Source: an optimization exercise on an open RTL-to-GDS flow (aim: small area and a short achievable clock period). Production flows keep margins and buffers that such runs may drop. In this exercise RTL edits were held to simulation tests only and were not proved equivalent to the original. Power is estimated from default activity; no workload was simulated.

==> v20 <==
==> flow/design.v (excerpt) <==
module wave_capture #(
  parameter int data_w     = 16,
  parameter int capt_depth = 128
) (
  input  logic              clk,
  input  logic              rst,
  input  logic [data_w-1:0] din_i,
  input  logic [31:0]       paddr_i,
  input  logic              pwrite_i,
  input  logic [31:0]       pwdata_i,
  input  logic              psel_i,
  input  logic              penable_i,
  output logic              pready_o,
  output logic [31:0]       prdata_o,
  output logic              pslverr_o
);
clock: 3.5 ns
lec_check: 0
cap_margin: 20
core_margin: 2
core_utilization: 50
cts_cluster_diameter: 60
cts_cluster_size: 30
gpl_timing_driven: 0
setup_slack_margin: 1.8
slew_margin: 20
synth_hierarchical: 1
synth_minimum_keep_size: 0
standard.sh (not shown) runs the stock make flow with config.mk's settings and CLKGATE_MAP_FILE= SYNTH_SCRIPT=/design/flow/synth_recipe.tcl, a recipe that flattens the netlist after the stock synthesis.
==> flow/flow/run.sh <==
#!/bin/bash
# Layout flow: the standard flow, unchanged, except that the port buffers that global
# placement inserts are plain sky130_fd_sc_hd__buf_4 cells instead of the delay-cell buffers
# buffer_ports picks by itself. Every input and output port still gets its buffer.
set -o pipefail
cp standard.sh standard_sh.log
export BUFFER_PORTS_ARGS="-buffer_cell sky130_fd_sc_hd__buf_4"
bash standard.sh > standard.log 2>&1
==> v28: changes against v20 <==
--- a/flow/design.v
+++ b/flow/design.v
@@ -33,18 +33,12 @@
 module cap_nor2 (
   input  logic [1:0] a_i,
   output logic       y_o
 );
   assign y_o = ~|a_i;
 endmodule
-module cap_nor3 (
-  input  logic [2:0] a_i,
-  output logic       y_o
-);
-  assign y_o = ~|a_i;
-endmodule
 module cap_nand4 (
   input  logic [3:0] a_i,
   output logic       y_o
 );
   assign y_o = ~&a_i;
 endmodule
@@ -144,139 +138,140 @@
         default:                 reg_rdata = cap_pkg::dead_value;
       endcase
     end
   end
   logic [data_w-1:0] din_d;
   logic [data_w-1:0] din_dd;
+  logic [data_w-1:0] din_ddn;    
   logic              hit;
   logic              match;
   assign match = (((din_dd ^ trig_val1) & trig_mask1) == '0) &&
                  (((din_d  ^ trig_val2) & trig_mask2) == '0);
   always_ff @(posedge clk) begin
     din_d  <= din_i;
     din_dd <= din_d;
+    din_ddn <= ~din_d;
   end
   always_ff @(posedge clk) begin
     if (rst) hit <= 1'b0;
     else     hit <= match;
   end
   logic [aw-1:0] wr_addr;
   logic [aw-1:0] wr_addr_n;
   logic [1:0]    state_n;
   logic          restart;
   assign restart   = (trig_mode == cap_pkg::trig_continuous) && hit;
   logic [1:0] trig_mode_n;
   assign trig_mode_n = (reg_wr && reg_idx == cap_pkg::reg_trig_mode) ? pwdata_i[1:0] : trig_mode;
+  logic st_idle, st_armed, st_cap, st_done;
+  logic at_last;
+  logic nx_cap, nx_armed;
   logic cap_seq_n;
-  assign cap_seq_n = (state_n == cap_pkg::st_capture) &&
-                     !(match && trig_mode_n == cap_pkg::trig_continuous);
-  always_comb begin
-    state_n   = state;
-    wr_addr_n = wr_addr;
-    case (state)
-      cap_pkg::st_idle: begin
-        wr_addr_n = '0;
-        if (go) state_n = (trig_mode == cap_pkg::trig_none) ? cap_pkg::st_capture : cap_pkg::st_armed;
-      end
-      cap_pkg::st_armed: begin
-        if (hit) begin
-          wr_addr_n = aw'(1);
-          state_n   = cap_pkg::st_capture;
-        end
-      end
-      cap_pkg::st_capture: begin
-        if (restart) begin
-          wr_addr_n = aw'(1);
-        end else if (wr_addr == last_addr) begin
-          wr_addr_n = '0;
-          state_n   = (trig_mode == cap_pkg::trig_continuous) ? cap_pkg::st_armed : cap_pkg::st_done;
-        end else begin
-          wr_addr_n = wr_addr + aw'(1);
-        end
-      end
-      default: ;
-    endcase
-    if (!go) state_n = cap_pkg::st_idle;
-  end
+  assign st_idle  = (state == cap_pkg::st_idle);
+  assign st_armed = (state == cap_pkg::st_armed);
+  assign st_cap   = (state == cap_pkg::st_capture);
+  assign st_done  = (state == cap_pkg::st_done);
+  assign at_last  = (wr_addr == last_addr);
+  assign nx_cap   = go && ((st_idle && trig_mode == cap_pkg::trig_none) ||
+                           (st_armed && hit) ||
+                           (st_cap && (restart || !at_last)));
+  assign nx_armed = go && ((st_idle && trig_mode != cap_pkg::trig_none) ||
+                           (st_armed && !hit) ||
+                           (st_cap && !restart && at_last && trig_mode == cap_pkg::trig_continuous));
+  always_comb begin
+    if (nx_cap)                    state_n = cap_pkg::st_capture;
+    else if (nx_armed)             state_n = cap_pkg::st_armed;
+    else if (go && (st_done || (st_cap && !restart && at_last)))
+                                   state_n = cap_pkg::st_done;
+    else                           state_n = cap_pkg::st_idle;
+    if (st_idle)                   wr_addr_n = '0;
+    else if (st_armed && hit)      wr_addr_n = aw'(1);
+    else if (st_cap && restart)    wr_addr_n = aw'(1);
+    else if (st_cap)               wr_addr_n = wr_addr + aw'(1);
+    else                           wr_addr_n = wr_addr;
+  end
+  assign cap_seq_n = nx_cap && !(match && trig_mode_n == cap_pkg::trig_continuous);
   always_ff @(posedge clk) begin
     if (rst) begin
       state   <= cap_pkg::st_idle;
       wr_addr <= '0;
     end else begin
       state   <= state_n;
       wr_addr <= wr_addr_n;
     end
   end
   always_ff @(posedge clk) begin
     if (rst) capt_done <= 1'b0;
-    else     capt_done <= cap_seq_n && (wr_addr_n == last_addr);
+    else     capt_done <= go && st_cap && !restart && (wr_addr == last_addr - aw'(1)) &&
+                          !(match && trig_mode_n == cap_pkg::trig_continuous);
   end
   logic go_n;
   assign go_n = (reg_wr && reg_idx == cap_pkg::reg_go) ? pwdata_i[0] : go;
   always_ff @(posedge clk) begin
     if (rst) trig_event <= 1'b0;
     else     trig_event <= match && go_n && (trig_mode_n != cap_pkg::trig_none);
   end
   logic [capt_depth-1:0]        we;
   logic [capt_depth*data_w-1:0] mem;    
   logic [15:0] wr_hi;
+  logic        hi_clr;
+  logic        hi_adv;
+  assign hi_clr = st_idle || (st_armed && hit) || (st_cap && restart);
+  assign hi_adv = st_cap && !restart && (wr_addr[2:0] == 3'd7);
   logic [7:0]  wr_lo;
   logic        w0_force;
   always_ff @(posedge clk) begin
     if (rst) begin
       wr_hi    <= '0;
       wr_lo    <= '0;
       w0_force <= 1'b0;
     end else begin
-      for (int i = 0; i < 16; i++) wr_hi[i] <= (wr_addr_n[6:3] == 4'(i));
+      if (hi_clr)      wr_hi <= 16'd1;
+      else if (hi_adv) wr_hi <= {wr_hi[14:0], wr_hi[15]};
       for (int j = 0; j < 8; j++)  wr_lo[j] <= cap_seq_n && (wr_addr_n[2:0] == 3'(j));
-      w0_force <= match && ((state_n == cap_pkg::st_armed) ||
-                            (state_n == cap_pkg::st_capture && trig_mode_n == cap_pkg::trig_continuous));
+      w0_force <= match && (nx_armed || (nx_cap && trig_mode_n == cap_pkg::trig_continuous));
     end
   end
   always_comb begin
     for (int i = 0; i < capt_depth; i++) we[i] = wr_hi[i/8] && wr_lo[i%8];
     we[0] = we[0] || w0_force;
   end
   for (genvar i = 0; i < capt_depth; i++) begin : g_word
     always_ff @(posedge clk) begin
-      if (we[i]) mem[i*data_w +: data_w] <= ~din_dd;
+      if (we[i]) mem[i*data_w +: data_w] <= (i < capt_depth / 2) ? din_ddn : ~din_dd;
     end
   end
   localparam int n_grp = capt_depth / 2;
-  logic                    mem_rd;
   logic [capt_depth-1:0]   rsel_n;
   logic [n_grp-1:0]        grp [data_w];
+  logic [7:0]              part [data_w];
   logic [data_w-1:0]       rd_data;
   logic [31:0]             reg_part;
   assign reg_part = reg_rdata & {32{!mem_sel}};
-  assign mem_rd = setup && !pwrite_i && mem_sel;
-  always_ff @(posedge clk) begin
-    for (int i = 0; i < capt_depth; i++) rsel_n[i] <= !(mem_rd && (addr[aw-1:0] == aw'(i)));
+  always_comb begin
+    for (int i = 0; i < capt_depth; i++) rsel_n[i] = (addr[aw-1:0] != aw'(i));
   end
   for (genvar b = 0; b < data_w; b++) begin : g_bit
     for (genvar k = 0; k < n_grp; k++) begin : g_grp
       cap_oai2 u_oai (
         .qn_i ({mem[(k*2+1)*data_w+b], mem[(k*2)*data_w+b]}),
         .sn_i (rsel_n[k*2 +: 2]),
         .y_o  (grp[b][k])
       );
     end
     logic [31:0] l1_n;
     logic [7:0]  l2;
-    logic [3:0]  l3_n;
     for (genvar k = 0; k < 32; k++) begin : g_l1
       cap_nor2 u_nor (.a_i(grp[b][k*2 +: 2]), .y_o(l1_n[k]));
     end
     for (genvar k = 0; k < 8; k++) begin : g_l2
       cap_nand4 u_nand (.a_i(l1_n[k*4 +: 4]), .y_o(l2[k]));
     end
-    cap_nor3 u_l3r (.a_i({reg_part[b], l2[1:0]}), .y_o(l3_n[0]));
-    for (genvar k = 1; k < 4; k++) begin : g_l3
-      cap_nor2 u_nor (.a_i(l2[k*2 +: 2]), .y_o(l3_n[k]));
-    end
-    cap_nand4 u_l4 (.a_i(l3_n), .y_o(rd_data[b]));
-  end
-  always_ff @(posedge clk) begin
-    prdata_o <= {reg_part[31:data_w], rd_data};
-  end
-endmodule
+    always_ff @(posedge clk) begin
+      part[b] <= l2;
+    end
+    assign rd_data[b] = mem_rd_pend && |part[b];
+  end
+  always_ff @(posedge clk) begin
+    prdata_o <= {reg_part[31:data_w], rd_data | reg_part[data_w-1:0]};
+  end
+endmodule
==> flow/run.sh (new file) <==
#!/bin/bash
# synth_recipe.tcl (not shown) runs the flow's synth.tcl, then flattens the netlist and writes it again
# the make line also repeats each setting of config.mk as NAME=value (left out here)
make -C /OpenROAD-flow-scripts/flow DESIGN_CONFIG=/design/flow/config.mk WORK_HOME=/design/flow/orfs CLKGATE_MAP_FILE= SYNTH_SCRIPT=/design/flow/synth_recipe.tcl finish
--- a/flow/config.mk
+++ b/flow/config.mk
@@ -7,11 +7,11 @@
 export LEC_CHECK = 0
 export CAP_MARGIN = 20
 export CORE_MARGIN = 2
 export CORE_UTILIZATION = 50
 export CTS_CLUSTER_DIAMETER = 60
 export CTS_CLUSTER_SIZE = 30
-export GPL_TIMING_DRIVEN = 0
-export SETUP_SLACK_MARGIN = 1.8
+export GPL_TIMING_DRIVEN = 1
+export SETUP_SLACK_MARGIN = 1.6
 export SLEW_MARGIN = 20
 export SYNTH_HIERARCHICAL = 1
 export SYNTH_MINIMUM_KEEP_SIZE = 0
removed: flow/flow/run.sh
removed: flow/standard.sh
==> v29: changes against v20 <==
--- a/flow/design.v
+++ b/flow/design.v
@@ -33,18 +33,12 @@
 module cap_nor2 (
   input  logic [1:0] a_i,
   output logic       y_o
 );
   assign y_o = ~|a_i;
 endmodule
-module cap_nor3 (
-  input  logic [2:0] a_i,
-  output logic       y_o
-);
-  assign y_o = ~|a_i;
-endmodule
 module cap_nand4 (
   input  logic [3:0] a_i,
   output logic       y_o
 );
   assign y_o = ~&a_i;
 endmodule
@@ -163,55 +157,53 @@
   logic [aw-1:0] wr_addr_n;
   logic [1:0]    state_n;
   logic          restart;
   assign restart   = (trig_mode == cap_pkg::trig_continuous) && hit;
   logic [1:0] trig_mode_n;
   assign trig_mode_n = (reg_wr && reg_idx == cap_pkg::reg_trig_mode) ? pwdata_i[1:0] : trig_mode;
+  logic st_idle, st_armed, st_cap, st_done;
+  logic at_last;
+  logic nx_cap, nx_armed;
   logic cap_seq_n;
-  assign cap_seq_n = (state_n == cap_pkg::st_capture) &&
-                     !(match && trig_mode_n == cap_pkg::trig_continuous);
-  always_comb begin
-    state_n   = state;
-    wr_addr_n = wr_addr;
-    case (state)
-      cap_pkg::st_idle: begin
-        wr_addr_n = '0;
-        if (go) state_n = (trig_mode == cap_pkg::trig_none) ? cap_pkg::st_capture : cap_pkg::st_armed;
-      end
-      cap_pkg::st_armed: begin
-        if (hit) begin
-          wr_addr_n = aw'(1);
-          state_n   = cap_pkg::st_capture;
-        end
-      end
-      cap_pkg::st_capture: begin
-        if (restart) begin
-          wr_addr_n = aw'(1);
-        end else if (wr_addr == last_addr) begin
-          wr_addr_n = '0;
-          state_n   = (trig_mode == cap_pkg::trig_continuous) ? cap_pkg::st_armed : cap_pkg::st_done;
-        end else begin
-          wr_addr_n = wr_addr + aw'(1);
-        end
-      end
-      default: ;
-    endcase
-    if (!go) state_n = cap_pkg::st_idle;
-  end
+  assign st_idle  = (state == cap_pkg::st_idle);
+  assign st_armed = (state == cap_pkg::st_armed);
+  assign st_cap   = (state == cap_pkg::st_capture);
+  assign st_done  = (state == cap_pkg::st_done);
+  assign at_last  = (wr_addr == last_addr);
+  assign nx_cap   = go && ((st_idle && trig_mode == cap_pkg::trig_none) ||
+                           (st_armed && hit) ||
+                           (st_cap && (restart || !at_last)));
+  assign nx_armed = go && ((st_idle && trig_mode != cap_pkg::trig_none) ||
+                           (st_armed && !hit) ||
+                           (st_cap && !restart && at_last && trig_mode == cap_pkg::trig_continuous));
+  always_comb begin
+    if (nx_cap)                    state_n = cap_pkg::st_capture;
+    else if (nx_armed)             state_n = cap_pkg::st_armed;
+    else if (go && (st_done || (st_cap && !restart && at_last)))
+                                   state_n = cap_pkg::st_done;
+    else                           state_n = cap_pkg::st_idle;
+    if (st_idle)                   wr_addr_n = '0;
+    else if (st_armed && hit)      wr_addr_n = aw'(1);
+    else if (st_cap && restart)    wr_addr_n = aw'(1);
+    else if (st_cap)               wr_addr_n = wr_addr + aw'(1);
+    else                           wr_addr_n = wr_addr;
+  end
+  assign cap_seq_n = nx_cap && !(match && trig_mode_n == cap_pkg::trig_continuous);
   always_ff @(posedge clk) begin
     if (rst) begin
       state   <= cap_pkg::st_idle;
       wr_addr <= '0;
     end else begin
       state   <= state_n;
       wr_addr <= wr_addr_n;
     end
   end
   always_ff @(posedge clk) begin
     if (rst) capt_done <= 1'b0;
-    else     capt_done <= cap_seq_n && (wr_addr_n == last_addr);
+    else     capt_done <= go && st_cap && !restart && (wr_addr == last_addr - aw'(1)) &&
+                          !(match && trig_mode_n == cap_pkg::trig_continuous);
   end
   logic go_n;
   assign go_n = (reg_wr && reg_idx == cap_pkg::reg_go) ? pwdata_i[0] : go;
   always_ff @(posedge clk) begin
     if (rst) trig_event <= 1'b0;
     else     trig_event <= match && go_n && (trig_mode_n != cap_pkg::trig_none);
@@ -226,14 +218,13 @@
       wr_hi    <= '0;
       wr_lo    <= '0;
       w0_force <= 1'b0;
     end else begin
       for (int i = 0; i < 16; i++) wr_hi[i] <= (wr_addr_n[6:3] == 4'(i));
       for (int j = 0; j < 8; j++)  wr_lo[j] <= cap_seq_n && (wr_addr_n[2:0] == 3'(j));
-      w0_force <= match && ((state_n == cap_pkg::st_armed) ||
-                            (state_n == cap_pkg::st_capture && trig_mode_n == cap_pkg::trig_continuous));
+      w0_force <= match && (nx_armed || (nx_cap && trig_mode_n == cap_pkg::trig_continuous));
     end
   end
   always_comb begin
     for (int i = 0; i < capt_depth; i++) we[i] = wr_hi[i/8] && wr_lo[i%8];
     we[0] = we[0] || w0_force;
   end
@@ -243,40 +234,39 @@
     end
   end
   localparam int n_grp = capt_depth / 2;
   logic                    mem_rd;
   logic [capt_depth-1:0]   rsel_n;
   logic [n_grp-1:0]        grp [data_w];
+  logic [7:0]              part [data_w];
   logic [data_w-1:0]       rd_data;
   logic [31:0]             reg_part;
   assign reg_part = reg_rdata & {32{!mem_sel}};
   assign mem_rd = setup && !pwrite_i && mem_sel;
-  always_ff @(posedge clk) begin
-    for (int i = 0; i < capt_depth; i++) rsel_n[i] <= !(mem_rd && (addr[aw-1:0] == aw'(i)));
+  always_comb begin
+    for (int i = 0; i < capt_depth; i++) rsel_n[i] = !(mem_rd && (addr[aw-1:0] == aw'(i)));
   end
   for (genvar b = 0; b < data_w; b++) begin : g_bit
     for (genvar k = 0; k < n_grp; k++) begin : g_grp
       cap_oai2 u_oai (
         .qn_i ({mem[(k*2+1)*data_w+b], mem[(k*2)*data_w+b]}),
         .sn_i (rsel_n[k*2 +: 2]),
         .y_o  (grp[b][k])
       );
     end
     logic [31:0] l1_n;
     logic [7:0]  l2;
-    logic [3:0]  l3_n;
     for (genvar k = 0; k < 32; k++) begin : g_l1
       cap_nor2 u_nor (.a_i(grp[b][k*2 +: 2]), .y_o(l1_n[k]));
     end
     for (genvar k = 0; k < 8; k++) begin : g_l2
       cap_nand4 u_nand (.a_i(l1_n[k*4 +: 4]), .y_o(l2[k]));
     end
-    cap_nor3 u_l3r (.a_i({reg_part[b], l2[1:0]}), .y_o(l3_n[0]));
-    for (genvar k = 1; k < 4; k++) begin : g_l3
-      cap_nor2 u_nor (.a_i(l2[k*2 +: 2]), .y_o(l3_n[k]));
-    end
-    cap_nand4 u_l4 (.a_i(l3_n), .y_o(rd_data[b]));
-  end
-  always_ff @(posedge clk) begin
-    prdata_o <= {reg_part[31:data_w], rd_data};
-  end
-endmodule
+    always_ff @(posedge clk) begin
+      part[b] <= l2;
+    end
+    assign rd_data[b] = |part[b];
+  end
+  always_ff @(posedge clk) begin
+    prdata_o <= {reg_part[31:data_w], rd_data | reg_part[data_w-1:0]};
+  end
+endmodule
==> flow/run.sh (new file) <==
#!/bin/bash
# synth_recipe.tcl (not shown) runs the flow's synth.tcl, then flattens the netlist and writes it again
# the make line also repeats each setting of config.mk as NAME=value (left out here)
make -C /OpenROAD-flow-scripts/flow DESIGN_CONFIG=/design/flow/config.mk WORK_HOME=/design/flow/orfs CLKGATE_MAP_FILE= SYNTH_SCRIPT=/design/flow/synth_recipe.tcl finish
--- a/flow/config.mk
+++ b/flow/config.mk
@@ -8,10 +8,10 @@
 export CAP_MARGIN = 20
 export CORE_MARGIN = 2
 export CORE_UTILIZATION = 50
 export CTS_CLUSTER_DIAMETER = 60
 export CTS_CLUSTER_SIZE = 30
 export GPL_TIMING_DRIVEN = 0
-export SETUP_SLACK_MARGIN = 1.8
+export SETUP_SLACK_MARGIN = 1.6
 export SLEW_MARGIN = 20
 export SYNTH_HIERARCHICAL = 1
 export SYNTH_MINIMUM_KEEP_SIZE = 0
removed: flow/flow/run.sh
removed: flow/standard.sh
==> run notes <==
metric	v29	v28	v20
Worst Path Class, Setup	in2reg	reg2out	reg2reg
Total number of clock tree sinks	2410	2426	2410
Maximum number of pins on one net before global-route repair	43	62	45
Ratio of cells with drive above 1 in the final layout	0.232	0.201	0.231
Result of the run	finished clean	finished clean	finished clean
Worst hold slack across all endpoints	0.307 ns	0.134 ns	0.169 ns
Number of resized instances in the post-cts repair step	666	588	813
Netlist cell types	63	64	57
Number of iterations in the first detailed-routing pass	8	7	6
Power consumed by sequential cells	31.1 mW	31.6 mW	31.1 mW
WL met3	25.3 mm	18.0 mm	22.8 mm
Width of the die	417 µm	418 µm	416 µm
Terminating pin of the worst hold path	prdata_o[3]	mem_rd_pend	trig_val2[12]
Die Footprint	0.174 mm²	0.174 mm²	0.173 mm²
Later-pin clock latency in the skew report	0.81 ns	0.82 ns	0.84 ns
Hold path depth	3	2	3
Buffers on Ports	91	97	91

-- re-timing with driven ports --
The results above use ideal ports. As a check the final layouts listed here were re-extracted and re-timed, cells and wires unchanged.
Step 1, drivers: a clkbuf_16 drives clk and a buf_2 each remaining input, both assumed.
Step 2, shift: input delay + t, output delay - t, t = (earliest + latest rising clock arrival at the registers) / 2. This alone moves slack from input paths to output paths.
a / b / c = no drivers / after step 1 / after step 2; a / b = the first two.
| run | shift t [ns] | slack for setup (ns) | worst setup path after step 2 | worst register clock-pin slew, ns | pins driven straight from the clock port |
|---|---|---|---|---|---|
| v20 | 0.911 | 1.082 / 1.082 / 0.223 | input to register | 0.11 / 0.11 | 1 |
| v28 | 0.889 | 1.514 / 1.424 / 0.698 | input to register | 0.11 / 0.11 | 1 |
| v29 | 0.879 | 1.337 / 1.353 / 0.474 | input to register | 0.11 / 0.11 | 1 |
After both steps every run listed still meets setup and hold. For v29, which loses most, drivers alone change the setup slack by +0.016 ns; drivers and shift together by -0.863 ns.
